Background: an optimization exercise with open tools, aiming at small area and a short achievable clock period. Do not read the settings as production practice. The RTL was checked by simulation tests, not by an equivalence proof against the original design. Power figures rest on the tool's default switching activity, not on a simulated workload.

==> flow/design.v (excerpt) <==
module frame_gen_top (
	input  logic         sys_clk,
	input  logic         sys_rst,
	input  logic         cfg_we,
	input  frame_gen_pkg::cfg_addr_t    cfg_addr,
	input  frame_gen_pkg::cfg_word_t    cfg_wdata,
	output frame_gen_pkg::stream_beat_t tx_beat,
	output logic         tx_valid,
	input  logic         tx_ready
);
	frame_gen_pkg::frame_cfg_t  cfg;
	logic [6:0] nidx;      
	logic       fcs;       
	logic       is_last;   
	logic       xfer;      
	logic       body_adv;  
	frame_cfg_regs u_cfg_regs (
		.sys_clk   (sys_clk),
		.sys_rst   (sys_rst),
		.cfg_we    (cfg_we),
		.cfg_addr  (cfg_addr),
		.cfg_wdata (cfg_wdata),
		.cfg       (cfg)
	);
	logic       frame_start;
	logic       frame_done;
	logic       valid;      
	logic       busy;       
	logic       gap_done;
	logic [3:0] gap_cnt;
	logic [2:0] frame_cnt;
	frame_gen_pkg::frame_kind_t frame_kind;
	frame_gen_pkg::frame_kind_t next_kind;
	assign busy     = frame_start || valid || frame_done;
	assign gap_done = !busy && cfg.enable && (gap_cnt == 4'd15);
	always_ff @(posedge sys_clk) begin
		if (sys_rst) begin
			gap_cnt     <= '0;
			frame_start <= 1'b0;
		end else begin
			frame_start <= gap_done;
			if (busy || !cfg.enable || gap_done)
				gap_cnt <= '0;
			else
				gap_cnt <= gap_cnt + 1'b1;
		end
	end
	always_comb begin
		case (frame_kind)
			frame_gen_pkg::KIND_UDP: next_kind = frame_gen_pkg::KIND_ARP;
			frame_gen_pkg::KIND_ARP: next_kind = frame_gen_pkg::KIND_ICMP;
			default:  next_kind = frame_gen_pkg::KIND_UDP;
		endcase
	end
	always_ff @(posedge sys_clk) begin
		if (sys_rst) begin
			frame_kind <= frame_gen_pkg::KIND_UDP;
			frame_cnt  <= '0;
		end else if (frame_done) begin
			if (frame_cnt == 3'd4) begin
				frame_cnt  <= '0;
				frame_kind <= next_kind;
			end else begin
				frame_cnt <= frame_cnt + 1'b1;
			end
		end
	end
	frame_gen_pkg::mac_addr_t s_local_mac;
	frame_gen_pkg::ip_addr_t  s_local_ip;
	logic [39:0]              s_peer_mac;  
	frame_gen_pkg::ip_addr_t  s_peer_ip;
	frame_gen_pkg::udp_port_t s_src_port;
	frame_gen_pkg::udp_port_t s_dst_port;
	logic                     snap_keep;
	assign snap_keep = !frame_start;
	frame_reg #(.W(48)) u_s_local_mac (.sys_clk(sys_clk), .load(frame_start), .keep(snap_keep), .d(cfg.local_mac),       .q(s_local_mac));
  ...
Size: roughly 49 I/O pins, roughly 19000 um2 of cells after synthesis.
clock: 12.0 ns
lec_check: 0
cap_margin: 20
core_margin: 2
core_utilization: 60
slew_margin: 20
synth_hierarchical: 1
tns_end_percent: 5
standard.sh (not shown) runs the stock make flow with config.mk's settings and CLKGATE_MAP_FILE= SYNTH_SCRIPT=/design/flow/synth_recipe.tcl, a recipe that flattens the netlist after the stock synthesis.
==> flow/flow/run.sh <==
#!/bin/bash
# Own layout flow: the standard layout (standard.sh, unchanged synthesis),
# with repair_timing asked for a larger setup margin so that it optimises the
# paths below the 12 ns constraint as well, and a flatter clock tree without
# dummy loads. flow/extra.txt holds further make variables, one per line.
# Full output of the ORFS run goes to standard.log here; ORFS also keeps each
# step's log under orfs/logs/.
set -euo pipefail
MARGIN=$(cat flow/margin.txt)
CTS="-sink_clustering_enable -repair_clock_nets -dont_use_dummy_load $(cat flow/cts.txt)"
EXTRA=()
if [[ -f flow/extra.txt ]]; then
	while IFS= read -r line; do
		[[ -n "$line" ]] && EXTRA+=("$line")
	done < flow/extra.txt
fi
bash standard.sh SETUP_SLACK_MARGIN="$MARGIN" "CTS_ARGS=$CTS" "${EXTRA[@]}" finish > standard.log 2>&1
==> flow/flow/cts.txt <==
-sink_clustering_size 30 -sink_clustering_max_diameter 100
==> flow/flow/extra.txt <==
BUFFER_PORTS_ARGS=-buffer_cell sky130_fd_sc_hd__buf_2
==> flow/flow/margin.txt <==
8.7
The baseline completed without violations.
Edit:
- TNS_END_PERCENT: 5 -> 20
removed: flow/flow/extra.txt
Outcome: The changed run ran to the end with no violations; first-iteration DRC count went down by 2.1%; power rose by 0.63%; routed wire length is higher by 4.1%; utilization goes up by 3.2 points; area after synthesis stays the same; clock skew drops by 0.018 ns; sequential power is about the same; sequential share of layout area shrinks by 2.1 points; via count goes up by 2.8%; sequential cell count does not change.
Edit:
- TNS_END_PERCENT: 20 -> 0
Sequential share of layout area is higher by 1.5 points; clock power is about the same; via count is lower by 1.4%; total power is about the same; clock-buffer cell count does not change; hold slack stays flat; wire length is lower by about 3%; fmax is lower by about 1.5%; register-to-register slack got worse by 0.12 ns; combinational power stays flat; cell count is lower by 2.4%.


Starting RTL as in the previous note.
clock: 12.0 ns
lec_check: 0
cap_margin: 20
core_margin: 2
core_utilization: 60
slew_margin: 20
synth_hierarchical: 1
Scripts as last shown in full above: flow/flow/run.sh, flow/flow/cts.txt, flow/flow/margin.txt
The baseline ran to the end with no violations.
==> next run, changes <==
==> flow/flow/extra.txt (new file) <==
BUFFER_PORTS_ARGS=-buffer_cell sky130_fd_sc_hd__buf_2
==> flow/flow/margin.txt (replaced) <==
8.5
--- a/flow/config.mk
+++ b/flow/config.mk
@@ -12,0 +13 @@
+export TNS_END_PERCENT = 0
After rerunning: The new run ran to the end with no violations. Non-clock buffer count goes down by 72. Clock power falls by about 2%. Synthesized cell count does not change. Worst hold slack is better by 0.040 ns. Setup slack degrades by 0.28 ns. Count of clock-buffer cells in the layout went down by 1. Power falls by about 2%. Sequential share of layout area came out higher by 2.8 points. Sequential power barely changes.
==> next run, changes <==
==> flow/flow/cts.txt (replaced) <==
-sink_clustering_size 27 -sink_clustering_max_diameter 100
==> flow/flow/margin.txt (replaced) <==
8.7
Effect: Setup slack gets better by 0.25 ns; clock skew rose by 0.0067 ns; routed wire length came out higher by 2.6%.
==> next run, changes <==
==> flow/flow/cts.txt (replaced) <==
-sink_clustering_size 30 -sink_clustering_max_diameter 100
==> flow/flow/margin.txt (replaced) <==
9.0
removed: flow/flow/extra.txt
Synthesized cell count does not change.
Fmax went up by about 0.7%.
Global-route usage went up by 0.96 points.
Die area is unchanged.
Final area went up by 2.2%.
Critical path depth went up by 2.
Area after synthesis stays the same.


Another version of the RTL of frame_gen_top (not shown whole).
Size in the first run: roughly 1300 cells after synthesis, roughly 460 flip-flops, about 49 I/O pins, about 0.020 sq mm of cells after synthesis.
Settings: LEC_CHECK=0, CAP_MARGIN=20, CORE_MARGIN=2, CORE_UTILIZATION=40, SLEW_MARGIN=20; clock period 12.0 ns.
==> flow/flow/run.sh <==
#!/bin/bash
# Own layout flow: the standard layout (standard.sh, unchanged synthesis),
# with repair_timing asked for a larger setup margin so that it optimises the
# paths below the 12 ns constraint as well. Full output of the ORFS run goes to
# standard.log here; ORFS also keeps each step's log under orfs/logs/.
set -euo pipefail
MARGIN=$(cat flow/margin.txt)
bash standard.sh SETUP_SLACK_MARGIN="$MARGIN" finish > standard.log 2>&1
==> flow/flow/margin.txt <==
8.5
Rerun with:
==> flow/run.sh (new file) <==
#!/bin/bash
# synth_recipe.tcl (not shown) runs the flow's synth.tcl, then flattens the netlist and writes it again
# the make line also repeats each setting of config.mk as NAME=value (left out here)
make -C /OpenROAD-flow-scripts/flow DESIGN_CONFIG=/design/flow/config.mk WORK_HOME=/design/flow/orfs CLKGATE_MAP_FILE= SYNTH_SCRIPT=/design/flow/synth_recipe.tcl finish
removed: flow/flow/run.sh
removed: flow/flow/margin.txt
removed: flow/standard.sh
Setup slack degrades by 0.42 ns.
Total power fell by 1.4%.
Die area does not change.
Routed wire length fell by 5.3%.
Cell count fell by 1.4%.


Setup of build 17:
frame_gen_top with an RTL version that a note above also has.
For scale: roughly 49 I/O pins.
// frame_gen_top
module frame_gen_top (
	input  logic         sys_clk,
	input  logic         sys_rst,
	input  logic         cfg_we,
	input  frame_gen_pkg::cfg_addr_t    cfg_addr,
	input  frame_gen_pkg::cfg_word_t    cfg_wdata,
	output frame_gen_pkg::stream_beat_t tx_beat,
	output logic         tx_valid,
	input  logic         tx_ready
);
	frame_gen_pkg::frame_cfg_t  cfg;
	logic [6:0] nidx;      
	logic       fcs;       
	logic       is_last;   
	logic       xfer;      
	logic       body_adv;  
	frame_cfg_regs u_cfg_regs (
		.sys_clk   (sys_clk),
		.sys_rst   (sys_rst),
		.cfg_we    (cfg_we),
		.cfg_addr  (cfg_addr),
		.cfg_wdata (cfg_wdata),
		.cfg       (cfg)
	);
	logic       frame_start;
	logic       frame_done;
	logic       valid;      
	logic       busy;       
	logic       gap_done;
	logic [3:0] gap_cnt;
	logic [2:0] frame_cnt;
	frame_gen_pkg::frame_kind_t frame_kind;
	frame_gen_pkg::frame_kind_t next_kind;
	assign busy     = frame_start || valid || frame_done;
	assign gap_done = !busy && cfg.enable && (gap_cnt == 4'd15);
	always_ff @(posedge sys_clk) begin
		if (sys_rst) begin
			gap_cnt     <= '0;
  ...
Settings: LEC_CHECK=0, CAP_MARGIN=20, CORE_MARGIN=2, CORE_UTILIZATION=60, SLEW_MARGIN=20, SYNTH_HIERARCHICAL=1, TNS_END_PERCENT=0; clock period 12.0 ns.
==> flow/flow/run.sh <==
#!/bin/bash
# Own layout flow: the standard layout (standard.sh, unchanged synthesis),
# with repair_timing asked for a larger setup margin so that it optimises the
# paths below the 12 ns constraint as well, and a flatter clock tree without
# dummy loads. flow/extra.txt holds further make variables, one per line.
# Full output of the ORFS run goes to standard.log here; ORFS also keeps each
# step's log under orfs/logs/.
set -euo pipefail
MARGIN=$(cat flow/margin.txt)
CTS="-sink_clustering_enable -repair_clock_nets -dont_use_dummy_load $(cat flow/cts.txt)"
EXTRA=()
if [[ -f flow/extra.txt ]]; then
	while IFS= read -r line; do
		[[ -n "$line" ]] && EXTRA+=("$line")
	done < flow/extra.txt
fi
bash standard.sh SETUP_SLACK_MARGIN="$MARGIN" "CTS_ARGS=$CTS" "${EXTRA[@]}" finish > standard.log 2>&1
==> flow/flow/cts.txt <==
-sink_clustering_size 30 -sink_clustering_max_diameter 100
==> flow/flow/extra.txt <==
BUFFER_PORTS_ARGS=-buffer_cell sky130_fd_sc_hd__buf_2
==> flow/flow/margin.txt <==
8.7
--- input diff build 17..build 61 ---
Settings: a change of CORE_UTILIZATION from 60 to 55.
### Flow results
- Summary of build 61 over build 17: met2 wire length increased by 730 um relative to the old numbers, sequential share of layout area decreased by 0.71 points relative to the old numbers, critical path depth decreased by 1 relative to the old numbers.
- Build 61 finished all stages; the layout is clean.


frame_gen_top again, from the RTL that the note above started with.
==> flow/design.v (excerpt) <==
module frame_gen_top (
	input  logic         sys_clk,
	input  logic         sys_rst,
	input  logic         cfg_we,
	input  frame_gen_pkg::cfg_addr_t    cfg_addr,
	input  frame_gen_pkg::cfg_word_t    cfg_wdata,
	output frame_gen_pkg::stream_beat_t tx_beat,
	output logic         tx_valid,
	input  logic         tx_ready
);
==> flow/config.mk <==
export PLATFORM = sky130hd
export DESIGN_NAME = frame_gen_top
export DESIGN_NICKNAME = frame_gen_top
export VERILOG_FILES = /design/flow/design.v
export SDC_FILE = /design/flow/constraint.sdc
export NUM_CORES = 4
export LEC_CHECK = 0
export CAP_MARGIN = 20
export CORE_MARGIN = 2
export CORE_UTILIZATION = 60
export SLEW_MARGIN = 20
export SYNTH_HIERARCHICAL = 1
export TNS_END_PERCENT = 0
==> flow/constraint.sdc <==
create_clock -name core_clock -period 12.0 [get_ports {sys_clk}]
set_input_delay 2.4000 -clock core_clock [delete_from_list [all_inputs] [get_ports {sys_clk}]]
set_output_delay 2.4000 -clock core_clock [all_outputs]
set_load 0.01 [all_outputs]
==> flow/flow/margin.txt <==
9.3
Scripts as last shown in full above: flow/flow/run.sh, flow/flow/cts.txt
==> next run, changes <==
==> flow/flow/extra.txt (new file) <==
BUFFER_PORTS_ARGS=-buffer_cell sky130_fd_sc_hd__buf_1
==> flow/flow/margin.txt (replaced) <==
8.7
Die area stays the same.
Worst setup slack gets worse by 0.028 ns.
Wire length goes down by about 3%.
Sequential cell count is unchanged.
Cell count goes down by 0.42%.
Clock-buffer cell count goes down by 1.
Fmax goes down by about 0.8%.
Design area goes down by 1.9%.
Global-route usage goes down by 1.3 points.
==> next run, changes <==
==> flow/flow/extra.txt (replaced) <==
BUFFER_PORTS_ARGS=-buffer_cell sky130_fd_sc_hd__buf_2
==> flow/flow/margin.txt (replaced) <==
8.8
Outcome: Flip-flop and latch count is unchanged. Sequential power stays flat. Non-clock buffer count came out lower by 11. Via count came out lower by 0.62%. Area after synthesis stays the same.
==> next run, changes <==
==> flow/flow/margin.txt (replaced) <==
8.5
- TNS_END_PERCENT: 0 -> unset
removed: flow/flow/extra.txt
Final area increases by a few percent.
Global-route usage increases by 0.92 points.
Clock-buffer cell count increases by 1.
Power increases slightly.
Setup slack loses 0.10 ns.
Synthesized area does not change.


frame_gen_top, a different RTL version from the one above (not shown whole).
Size in the first run: roughly 1800 cells after synthesis, ~0.020 sq mm of cells after synthesis.
==> flow/config.mk <==
export PLATFORM = sky130hd
export DESIGN_NAME = frame_gen_top
export DESIGN_NICKNAME = frame_gen_top
export VERILOG_FILES = /design/flow/design.v
export SDC_FILE = /design/flow/constraint.sdc
export NUM_CORES = 4
export LEC_CHECK = 0
export CAP_MARGIN = 20
export CORE_MARGIN = 2
export CORE_UTILIZATION = 60
export SLEW_MARGIN = 20
export SYNTH_HIERARCHICAL = 1
==> flow/constraint.sdc <==
create_clock -name core_clock -period 12.0 [get_ports {sys_clk}]
set_input_delay 2.4000 -clock core_clock [delete_from_list [all_inputs] [get_ports {sys_clk}]]
set_output_delay 2.4000 -clock core_clock [all_outputs]
set_load 0.01 [all_outputs]
==> flow/flow/margin.txt <==
8.7
Scripts as last shown in full above: flow/flow/run.sh, flow/flow/cts.txt
The first run passed the timing, DRC and antenna checks.
Change:
==> flow/flow/extra.txt (new file) <==
BUFFER_PORTS_ARGS=-buffer_cell sky130_fd_sc_hd__buf_2
==> flow/flow/margin.txt (replaced) <==
8.5
The new run completed with no timing, DRC or antenna violations.
Worst setup slack gets worse by 0.26 ns.
Global-route usage is lower by 1.2 points.
Routed wire length is lower by 3.7%.
Register-to-register slack gets worse by 0.12 ns.
Final area is lower by 5.0%.
Non-clock buffer count is lower by 49.
Critical path depth is higher by 3.
Die area does not change.
Change:
==> flow/flow/extra.txt (replaced) <==
BUFFER_PORTS_ARGS=-buffer_cell sky130_fd_sc_hd__buf_1
==> flow/flow/margin.txt (replaced) <==
9.0
Worst setup slack improved by 0.26 ns.
Via count came out higher by a little under a tenth.
Final cell count is higher by a few percent.
Routed wire length climbs by about a fifth.
Non-clock buffer count rises by 105.
Total power rises by a few percent.
Clock skew went up by 0.0037 ns.
Flip-flop and latch count stays the same.
Utilization grows by 7.2 points.
Change:
==> flow/flow/cts.txt (replaced) <==
-sink_clustering_size 24 -sink_clustering_max_diameter 80
==> flow/flow/margin.txt (replaced) <==
8.5
removed: flow/flow/extra.txt
=> The changed run produced a clean layout. Clock skew barely changes. Synthesized cell count is unchanged. Power stays flat. Final cell count came out lower by about 3.6%.
Change:
==> flow/flow/cts.txt (replaced) <==
-sink_clustering_size 30 -sink_clustering_max_diameter 100
Final area hardly moves.
Wire length barely changes.
Final cell count stays flat.
Register-to-register slack gains 0.11 ns.
Non-clock buffer count increases by 1.
Hold slack gains 0.018 ns.
Combinational power hardly moves.
Area after synthesis does not change.
Global-route usage increases by 0.13 points.
Worst setup slack gains 0.097 ns.


job 101:
frame_gen_top again, from the RTL that the note above started with.
==> flow/config.mk <==
export PLATFORM = sky130hd
export DESIGN_NAME = frame_gen_top
export DESIGN_NICKNAME = frame_gen_top
export VERILOG_FILES = /design/flow/design.v
export SDC_FILE = /design/flow/constraint.sdc
export NUM_CORES = 4
export LEC_CHECK = 0
export CAP_MARGIN = 20
export CORE_MARGIN = 2
export CORE_UTILIZATION = 70
export SLEW_MARGIN = 20
export SYNTH_HIERARCHICAL = 1
==> flow/constraint.sdc <==
create_clock -name core_clock -period 12.0 [get_ports {sys_clk}]
set_input_delay 2.4000 -clock core_clock [delete_from_list [all_inputs] [get_ports {sys_clk}]]
set_output_delay 2.4000 -clock core_clock [all_outputs]
set_load 0.01 [all_outputs]
==> flow/flow/cts.txt <==
-sink_clustering_size 30 -sink_clustering_max_diameter 100
==> flow/flow/margin.txt <==
8.5
Scripts as last shown in full above: flow/flow/run.sh
The inputs of job 102 differ from those of job 101 as listed below.
Settings: swapping 70 for 60 in CORE_UTILIZATION.
==> flow/flow/run.sh <==
#!/bin/bash
# Own layout flow: the standard layout (standard.sh, unchanged synthesis),
# with repair_timing asked for a larger setup margin so that it optimises the
# paths below the 12 ns constraint as well, and a flatter clock tree without
# dummy loads. Full output of the ORFS run goes to standard.log here; ORFS also
# keeps each step's log under orfs/logs/.
set -euo pipefail
MARGIN=$(cat flow/margin.txt)
CTS="-sink_clustering_enable -repair_clock_nets -dont_use_dummy_load $(cat flow/cts.txt)"
bash standard.sh SETUP_SLACK_MARGIN="$MARGIN" "CTS_ARGS=$CTS" finish > standard.log 2>&1
==> summary.txt <==
Comparing job 102 and job 101, the higher die extent in x is on job 102.
Compared with job 101, job 102 shows a maximum operating frequency that is 0.82% higher.
Diff job 101 -> job 102: number of antenna violations at the first check in global routing went up 1; global routing usage on met1 went down 5.2 points; placement-stage cell area went up 180 um^2; total design power held.

==> static timing again, ports no longer ideal <==
The results above use ideal ports. As a check the final layouts listed here were re-extracted and re-timed, cells and wires unchanged. Step 1 assumes that a clkbuf_16 drives the clock port and a buf_2 every other input. Step 2, shift: input delay + t, output delay - t, t = (earliest + latest rising clock arrival at the registers) / 2. This alone moves slack from input paths to output paths. Three values: ideal ports, drivers, drivers and shift; two values: the first two.
run | shift t [ns] | slack for setup (ns) | hold WS [ns] | worst slew at a driven data input, ns
the first run of note 1 | 0.573 | 8.512 / 8.521 / 7.975 | 0.475 / 0.475 / 0.475 | 0.06
the second run of note 1 | 0.579 | 8.602 / 8.547 / 8.079 | 0.476 / 0.476 / 0.476 | 0.07
the third run of note 1 | 0.570 | 8.550 / 8.536 / 8.012 | 0.476 / 0.476 / 0.476 | 0.04
the first run of note 2 | 0.579 | 8.570 / 8.518 / 8.015 | 0.445 / 0.445 / 0.445 | 0.06
the second run of note 2 | 0.593 | 8.286 / 8.324 / 7.731 | 0.484 / 0.484 / 0.484 | 0.05
the third run of note 2 | 0.583 | 8.536 / 8.506 / 7.983 | 0.459 / 0.459 / 0.459 | 0.05
the fourth run of note 2 | 0.573 | 8.561 / 8.538 / 8.025 | 0.471 / 0.471 / 0.471 | 0.04
the first run of note 3 | 0.645 | 8.400 / 8.341 / 7.903 | 0.395 / 0.395 / 0.395 | 0.05
the second run of note 3 | 0.643 | 7.980 / 7.921 / 7.438 | 0.412 / 0.412 / 0.412 | 0.04
build 17 | 0.588 | 8.537 / 8.505 / 7.981 | 0.483 / 0.483 / 0.483 | 0.05
build 61 | 0.576 | 8.549 / 8.517 / 8.013 | 0.482 / 0.482 / 0.482 | 0.04
the first run of note 5 | 0.573 | 8.561 / 8.538 / 8.025 | 0.471 / 0.471 / 0.471 | 0.04
the second run of note 5 | 0.583 | 8.533 / 8.536 / 7.981 | 0.483 / 0.483 / 0.483 | 0.08
the third run of note 5 | 0.595 | 8.533 / 8.511 / 7.973 | 0.480 / 0.480 / 0.480 | 0.05
the fourth run of note 5 | 0.573 | 8.434 / 8.466 / 7.893 | 0.465 / 0.465 / 0.465 | 0.04
the first run of note 6 | 0.578 | 8.597 / 8.540 / 8.156 | 0.481 / 0.481 / 0.481 | 0.05
the second run of note 6 | 0.580 | 8.338 / 8.357 / 7.777 | 0.482 / 0.482 / 0.482 | 0.07
the third run of note 6 | 0.591 | 8.598 / 8.543 / 8.198 | 0.473 / 0.473 / 0.473 | 0.09
the fourth run of note 6 | 0.600 | 8.398 / 8.398 / 7.944 | 0.448 / 0.448 / 0.448 | 0.08
the fifth run of note 6 | 0.582 | 8.495 / 8.467 / 7.885 | 0.466 / 0.466 / 0.466 | 0.08
job 101 | 0.586 | 8.466 / 8.435 / 7.849 | 0.469 / 0.469 / 0.469 | 0.10
job 102 | 0.582 | 8.495 / 8.467 / 7.885 | 0.466 / 0.466 / 0.466 | 0.08
After both steps every run listed still meets setup and hold. The setup slack of job 101, which loses most, moves by -0.031 ns with the drivers and by -0.617 ns with both steps.
